Context: an optimization exercise on an open-source flow, tuned for small area, a short achievable clock period and few clock cycles per item. The choices shown serve that exercise and are no tape-out recipe.
RTL that was checked went through simulation tests only; none was proved equivalent to the original.
No activity file was given, so power comes from the tool's default toggle rates.

## S
==> flow/design.v (excerpt) <==
module classifierTop (
    input  wire                   i_clk100,
    input  wire                   i_rstN,
    input  wire cnnPkg::camBus_t  i_cam,
    input  wire                   i_start,
    input  wire                   i_cfgWr,
    input  wire [4-1:0] i_cfgAddr,
    input  wire [15:0]            i_cfgData,
    output logic                  o_busy,
    output logic                  o_done,
    output cnnPkg::score_t        o_score,
    output logic                  o_led
);
clock: 10.0 ns
lec_check: 0
cap_margin: 20
core_margin: 2
core_utilization: 40
slew_margin: 20
synth_hierarchical: 1
standard.sh (not shown) runs the stock make flow with config.mk's settings and CLKGATE_MAP_FILE= SYNTH_SCRIPT=/design/flow/synth_recipe.tcl, a recipe that flattens the netlist after the stock synthesis.
==> flow/flow/run.sh <==
#!/bin/bash
set -euo pipefail
bash standard.sh SETUP_SLACK_MARGIN=6.7 finish > standard.log 2>&1
Testbench counts of S, summed over its fixed seeds: cycles 38,907, tiles 192.
For Q, these inputs were changed with respect to S:
--- a/flow/design.v
+++ b/flow/design.v
@@ -32,46 +32,35 @@
     input  wire                   i_start,
     input  wire                   i_cfgWr,
     input  wire [4-1:0] i_cfgAddr,
     input  wire [15:0]            i_cfgData,
     output logic                  o_busy,
     output logic                  o_done,
     output cnnPkg::score_t        o_score,
     output logic                  o_led
 );
     logic [7:0]  kern [9];
     logic [7:0]  fcW  [4];
     logic [15:0] bias;
-    logic        cfgWrQ;
-    logic [3:0]  cfgAddrQ;
-    logic [15:0] cfgDataQ;
-    always_ff @(posedge i_clk100 or negedge i_rstN) begin
-        if (!i_rstN) cfgWrQ <= 1'b0;
-        else         cfgWrQ <= i_cfgWr;
-    end
-    always_ff @(posedge i_clk100) begin
-        cfgAddrQ <= i_cfgAddr;
-        cfgDataQ <= i_cfgData;
-    end
     always_ff @(posedge i_clk100 or negedge i_rstN) begin
         if (!i_rstN) begin
             for (int t = 0; t < 9; t++) kern[t] <= '0;
             for (int w = 0; w < 4; w++) fcW[w] <= '0;
             bias <= '0;
-        end else if (cfgWrQ) begin
+        end else if (i_cfgWr) begin
             for (int t = 0; t < 9; t++)
-                if (cfgAddrQ == 4'(t)) kern[t] <= cfgDataQ[7:0];
+                if (i_cfgAddr == 4'(t)) kern[t] <= i_cfgData[7:0];
             for (int w = 0; w < 4; w++)
-                if (cfgAddrQ == 4'(9 + w)) fcW[w] <= cfgDataQ[7:0];
-            if (cfgAddrQ == 4'd13) bias <= cfgDataQ;
+                if (i_cfgAddr == 4'(9 + w)) fcW[w] <= i_cfgData[7:0];
+            if (i_cfgAddr == 4'd13) bias <= i_cfgData;
         end
     end
     wire [7:0] camData = i_cam[7:0];
     wire       camVs   = i_cam[9];
     wire       camHref = i_cam[8];
     logic       busy;           
     logic       waitVs;         
     logic       inFrame;        
     logic       phase;          
     logic [6:0] sIdx;           
     logic       pA, pB;         
     logic       doneR;
Findings:
Of Q and S, it is Q that has the lower worst hold slack. Q ended with less power than S. Relative to S, the minimum setup slack in the final design of Q is lower by 0.10 ns. The ratio of cells with drive above 1 in the final layout on Q is in line with that on S. As far as antenna diode count goes, S and Q are indistinguishable; the numbers are identical.
For Q, only the layout was checked, not whether the RTL still works.

== the previous run ==
classifierTop, a different RTL version from the one above (not shown whole).
Size: about 560 flip-flops, about 0.029 sq mm of cells after synthesis.
Settings: LEC_CHECK=0, CAP_MARGIN=20, CORE_MARGIN=2, CORE_UTILIZATION=40, CTS_CLUSTER_DIAMETER=100, CTS_CLUSTER_SIZE=24, SLEW_MARGIN=20, SYNTH_HIERARCHICAL=1; clock period 10.0 ns.
==> flow/flow/run.sh <==
#!/bin/bash
set -euo pipefail
bash standard.sh SETUP_SLACK_MARGIN=6.7 "BUFFER_PORTS_ARGS=-buffer_cell sky130_fd_sc_hd__buf_2" finish > standard.log 2>&1
The previous run: all stages complete, timing, DRC and antenna checks passed
Input-level comparison between the current run and the previous run:
--- a/flow/design.v
+++ b/flow/design.v
@@ -48,37 +48,27 @@
         if (!i_rstN) cfgWrQ <= 1'b0;
         else         cfgWrQ <= i_cfgWr;
     end
     always_ff @(posedge i_clk100) begin
         cfgAddrQ <= i_cfgAddr;
         cfgDataQ <= i_cfgData;
     end
-    logic [13:0] cfgSet;
     always_ff @(posedge i_clk100 or negedge i_rstN) begin
-        if (!i_rstN)
-            cfgSet <= '0;
-        else if (cfgWrQ)
-            for (int r = 0; r < 14; r++)
-                if (cfgAddrQ == 4'(r)) cfgSet[r] <= 1'b1;
-    end
-    always_ff @(posedge i_clk100) begin
-        if (cfgWrQ) begin
+        if (!i_rstN) begin
+            for (int t = 0; t < 9; t++) kern[t] <= '0;
+            for (int w = 0; w < 4; w++) fcW[w] <= '0;
+            bias <= '0;
+        end else if (cfgWrQ) begin
             for (int t = 0; t < 9; t++)
                 if (cfgAddrQ == 4'(t)) kern[t] <= cfgDataQ[7:0];
             for (int w = 0; w < 4; w++)
                 if (cfgAddrQ == 4'(9 + w)) fcW[w] <= cfgDataQ[7:0];
             if (cfgAddrQ == 4'd13) bias <= cfgDataQ;
         end
     end
-    logic [7:0]  fcWv [4];      
-    logic [15:0] biasV;
-    always_comb begin
-        for (int w = 0; w < 4; w++) fcWv[w] = cfgSet[9 + w] ? fcW[w] : 8'd0;
-        biasV = cfgSet[13] ? bias : 16'd0;
-    end
     wire [7:0] camData = i_cam[7:0];
     wire       camVs   = i_cam[9];
     wire       camHref = i_cam[8];
     logic       busy;           
     logic       waitVs;         
     logic       inFrame;        
     logic       phase;          
@@ -176,15 +166,15 @@
             mValid <= 1'b0;
         end else if (shiftEv) begin
             mValid <= (sIdx >= 7'd9);
         end
     end
     always_ff @(posedge i_clk100) begin
         if (shiftEv) begin
-            mUse <= ~padW & cfgSet[8:0];
+            mUse <= ~padW;
         end
     end
     wire [3:0] nib0 = lb[18][3:0];
     wire [3:0] nib1 = lb[17][3:0];
     wire [3:0] nib2 = lb[16][3:0];
     wire [3:0] nib3 = lb[10][3:0];
     wire [3:0] nib4 = lb[9][3:0];
@@ -1041,17 +1031,17 @@
     logic [2:0]  fcSt;          
     logic [1:0]  featQ;
     logic        fcLast, scInit, scFirst;
     logic        s1, s2, neg;   
     logic [21:0] fv;            
     wire  [26:0] scRow;
     logic signed [26:0] score;
-    wire  [7:0]  wQ   = fcWv[featQ];
+    wire  [7:0]  wQ   = fcW[featQ];
     wire  [1:0]  qD   = {tCBottom, tCRight};
-    wire  [7:0]  wD   = fcWv[{tCBottom, tCRight}];
+    wire  [7:0]  wD   = fcW[qD];
     function automatic logic [2:0] booth(input logic [2:0] b);
         booth[0] = b[1] ^ b[0];                                         
         booth[1] = (b[2] & !b[1] & !b[0]) | (!b[2] & b[1] & b[0]);      
         booth[2] = b[2] & !(b[1] & b[0]);                               
     endfunction
     logic [2:0] bD, bNext;
     assign bD = booth({wD[1:0], 1'b0});
@@ -1113,15 +1103,15 @@
             fv      <= {6'd0, accNext[19:4]};
         end else begin
             scFirst <= 1'b0;
             {neg, s2, s1} <= bNext;
             if (fcSt != 3'd0) fv <= {fv[19:0], 2'b00};
         end
     end
-    wire [26:0] scBase = scFirst ? 27'($signed(biasV)) : score;
+    wire [26:0] scBase = scFirst ? 27'($signed(bias)) : score;
     wire [26:0] scSum;
     wire as_g0_0, as_p0_0, as_g0_1, as_p0_1, as_g0_2, as_p0_2, as_g0_3, as_p0_3;
     wire as_g0_4, as_p0_4, as_g0_5, as_p0_5, as_g0_6, as_p0_6, as_g0_7, as_p0_7;
     wire as_g0_8, as_p0_8, as_g0_9, as_p0_9, as_g0_10, as_p0_10, as_g0_11, as_p0_11;
     wire as_g0_12, as_p0_12, as_g0_13, as_p0_13, as_g0_14, as_p0_14, as_g0_15, as_p0_15;
     wire as_g0_16, as_p0_16, as_g0_17, as_p0_17, as_g0_18, as_p0_18, as_g0_19, as_p0_19;
     wire as_g0_20, as_p0_20, as_g0_21, as_p0_21, as_g0_22, as_p0_22, as_g0_23, as_p0_23;
### Flow results
- On power share of the combinational group: the current run sits above the previous run.
- Compared with the previous run, the current run shows a higher worst ir drop on vdd.
- Taking the current run as 1.0, the previous run lands at 0.906 on net switching power.
- Maximum cell stage delay along the critical path on the current run is down relative to the previous run.
- The proportion of cell area spent on the clock network was comparable across the previous run and the current run.
- Count of non-CTS buffers in the layout, the previous run and the current run, higher one = the previous run.
- For the area of the core region, the current run came in about 0.5% higher than the previous run did.
- In the current run, final layout net count is higher than in the previous run.
- Every stage of the flow completed for the current run, and the final layout passed the timing, DRC and antenna checks.
- Between the previous run and the current run, the count of clock buffers in the final design is higher for the previous run.
- Average size of a mapped cell in the current run is about 0.9% lower than in the previous run
- The final clock period utilization by the worst path was comparable across the previous run and the current run.
- Compared with the previous run, the current run shows fraction of area in multi-input gates higher by 3.4 points.
- Between the previous run and the current run, the difference in clock latency on the worst-skew pair is negligible.
- Summary — aggregate routed wire length, the current run relative to the previous run: higher, by 330 um.
Testbench counts of the current run, summed over its fixed seeds: cycles 38,907, tiles 192.
No functional check of the RTL was part of the previous run.

==> port drivers added, routing unchanged <==
How much do the figures lean on ideal ports? The routed layouts below were timed once more, with nothing changed but the port constraints. Step 1 assumes that a clkbuf_16 drives the clock port and a buf_2 every other input. Step 2 adds t to the input delays and takes it off the output delays; t is the mean of the earliest and latest rising clock arrival at the registers after step 1. Input paths then give back, and output paths get back, about the clock's delay inside the block. a / b / c = no drivers / after step 1 / after step 2; a / b = the first two.
run	t, ns	slack for setup (ns)	hold WS [ns]	cell pins on the clock port's net
S	0.699	6.739 / 6.693 / 6.165	0.346 / 0.346 / 0.346	1
Q	0.682	6.638 / 6.677 / 5.994	0.323 / 0.323 / 0.323	1
the previous run	0.666	6.772 / 6.743 / 6.151	0.334 / 0.334 / 0.334	1
the current run	0.667	6.771 / 6.733 / 6.250	0.334 / 0.334 / 0.334	1
After both steps every run listed still meets setup and hold. The setup slack of Q, which loses most, moves by +0.039 ns with the drivers and by -0.644 ns with both steps.
